From an optimization exercise on the open Yosys and OpenROAD flow, aimed at small area, a short achievable clock period and few clock cycles per item; shortcuts taken in it are not production practice.
The RTL was checked by simulation tests, not by an equivalence proof against the original design.

## running_standard_deviation_top
module running_standard_deviation_top (
  input  logic        clk,
  input  logic        rst_n,
  input  logic        in_valid,
  output logic        in_ready,
  input  logic [15:0] in_sample,
  output logic        out_valid,
  input  logic        out_ready,
  output logic signed [23:0] out_mean_q8,
  output logic [23:0] out_std_q8,
  output logic [16:0] out_sample_count,
  output logic        out_saturated
);
make LEC_CHECK=0 ABC_AREA=1 CAP_MARGIN=20 CORE_MARGIN=2 CORE_UTILIZATION=45 CTS_BUF_LIST=sky130_fd_sc_hd__clkbuf_8 SETUP_SLACK_MARGIN=5 SLEW_MARGIN=20 TNS_END_PERCENT=2 finish   # period 11.0 ns
run.sh (not shown) runs the stock make flow with config.mk's settings and CLKGATE_MAP_FILE= SYNTH_SCRIPT=/design/flow/synth_recipe.tcl, a recipe that flattens the netlist after the stock synthesis.
Testbench counts at the start, summed over its fixed seeds: cycles 2,248, items 2,048.
Change:
Settings changed: ABC_AREA 1 to default, CAP_MARGIN 20 to 10, CORE_UTILIZATION 45 to 55, PLACE_DENSITY from default to 0.68, SLEW_MARGIN 20 to 10, TNS_END_PERCENT 2 to 0.
The changed run finished with timing, DRC and antenna clean.
Via count drops by 15%.
Design area drops by 3.1%.
Change:
Settings changed: ABC_AREA from default to 1, CAP_MARGIN 10 to 20, CORE_UTILIZATION 55 to 45, PLACE_DENSITY 0.68 to default, SLEW_MARGIN 10 to 20, TNS_END_PERCENT 0 to 5.
Result:
- The changed run completed without violations
- global-route usage goes down by 0.95 points
- via count goes up by 18%
- wire length goes up by 24%
- first-iteration DRC count goes up by about 34%
- design area goes up by about 3.3%
Change:
Settings changed: ABC_AREA 1 to default, TNS_END_PERCENT 5 to 2.
Register-to-register slack got worse by 0.41 ns; via count came out lower by 16%; global-route usage came out lower by 3.3 points; clock skew came out higher by 0.024 ns; area after synthesis came out lower by 5.0%; setup slack got worse by 0.27 ns; first-iteration DRC count came out lower by 31%; die area came out lower by 5.0%; utilization came out higher by 1.6 points; wire length came out lower by 18%.

* * *

build 35:
Another version of the RTL of running_standard_deviation_top (not shown whole).
Size in the first run: about 21000 cells after synthesis, ~2800 flip-flops, ~88 I/O pins, roughly 0.22 sq mm of cells after synthesis.
==> flow/design.v (excerpt) <==
module running_standard_deviation_top (
  input  logic        clk,
  input  logic        rst_n,
  input  logic        in_valid,
  output logic        in_ready,
  input  logic [15:0] in_sample,
  output logic        out_valid,
  input  logic        out_ready,
  output logic signed [23:0] out_mean_q8,
  output logic [23:0] out_std_q8,
  output logic [16:0] out_sample_count,
  output logic        out_saturated
);
  logic adv;
  assign in_ready = adv;
  logic        v0;
  logic [15:0] x0;
  always_ff @(posedge clk) begin
    if (!rst_n) v0 <= 1'b0;
    else if (adv) v0 <= in_valid;
    if (adv) x0 <= in_sample;
  end
  logic        v1, a1;
  logic [15:0] x1;
  logic [16:0] n_r;
  logic signed [32:0] s_r;
  logic        can0;
  assign can0 = !n_r[16];
  always_ff @(posedge clk) begin
    if (!rst_n) begin
      v1  <= 1'b0;
      n_r <= '0;
      s_r <= '0;
    end else if (adv) begin
      v1 <= v0;
      if (v0 && can0) begin
        n_r <= n_r + 17'd1;
        s_r <= s_r + {{17{x0[15]}}, x0};
      end
    end
    if (adv) begin
      x1 <= x0;
      a1 <= v0 && can0;
    end
  end
  logic        v2, a2;
  logic [15:0] x2;
  logic signed [34:0] ea2, ea1;
  logic signed [24:0] eb2, eb1;
  logic signed [17:0] ns1;
  logic signed [8:0]  xl1;
  logic signed [7:0]  xh1;
  logic signed [34:0] s2x1;
  assign ns1 = {1'b0, n_r};
  assign xl1 = {1'b0, x1[7:0]};
  assign xh1 = x1[15:8];
  assign s2x1 = {s_r[32], s_r, 1'b0};
  assign ea1 = ns1 * xl1 - s2x1;
  assign eb1 = ns1 * xh1;
  always_ff @(posedge clk) begin
  ...
clock: 11.0 ns
lec_check: 0
cap_margin: 20
core_margin: 2
core_utilization: 40
setup_slack_margin: 5
slew_margin: 20
Testbench counts of build 35, summed over its fixed seeds: cycles 2,256, items 2,048.
The following lists how build 56 was set up differently from build 35:
- clearing SETUP_SLACK_MARGIN, which used to be 5
Build 56 finished end to end and its layout was clean on timing, DRC and antenna.
Compared with build 35, build 56 shows number of gates resized after cts lower by 1578.
Build 56 against build 35; buffer count excluding the clock tree in the final layout is down by more than half.
Side by side, final-stage net count turned out lower in build 56 than in build 35.
Compared with build 35, in build 56 synthesis-to-finish area growth went down by 11 points; slew at the pin closest to its max-slew limit went up by 42 ps.

==> port drivers added, routing unchanged <==
In the flow no input, the clock included, has a driving cell. The finished layouts below were timed again as built, in two steps. Step 1 assumes that a clkbuf_16 drives the clock port and a buf_2 every other input. Step 2 times the ports against the registers' clock, not the clock port: input delays grow and output delays shrink by t, the midpoint of the rising clock arrivals with the driver on. Slacks: ideal ports / drivers / drivers and shift; pairs: ideal ports / drivers.
run | shift t [ns] | setup slack, ns | latest minus earliest clock arrival (ns) | worst slew at a driven data input, ns
the first run of note 1 | 1.347 | 4.844 / 4.821 / 4.684 | 0.119 / 0.118 | 0.08
the second run of note 1 | 1.277 | 4.389 / 4.389 / 3.925 | 0.160 / 0.160 | 0.12
the third run of note 1 | 1.344 | 4.813 / 4.790 / 4.666 | 0.119 / 0.119 | 0.07
the fourth run of note 1 | 1.312 | 4.541 / 4.541 / 3.964 | 0.134 / 0.135 | 0.03
build 35 | 1.090 | 4.044 / 4.044 / 4.044 | 0.065 / 0.064 | 0.12
build 56 | 1.062 | 2.164 / 2.164 / 2.164 | 0.061 / 0.061 | 0.10
After both steps setup and hold are still met in every run listed. The setup slack of the fourth run of note 1, which loses most, moves by 0.000 ns with the drivers and by -0.577 ns with both steps.
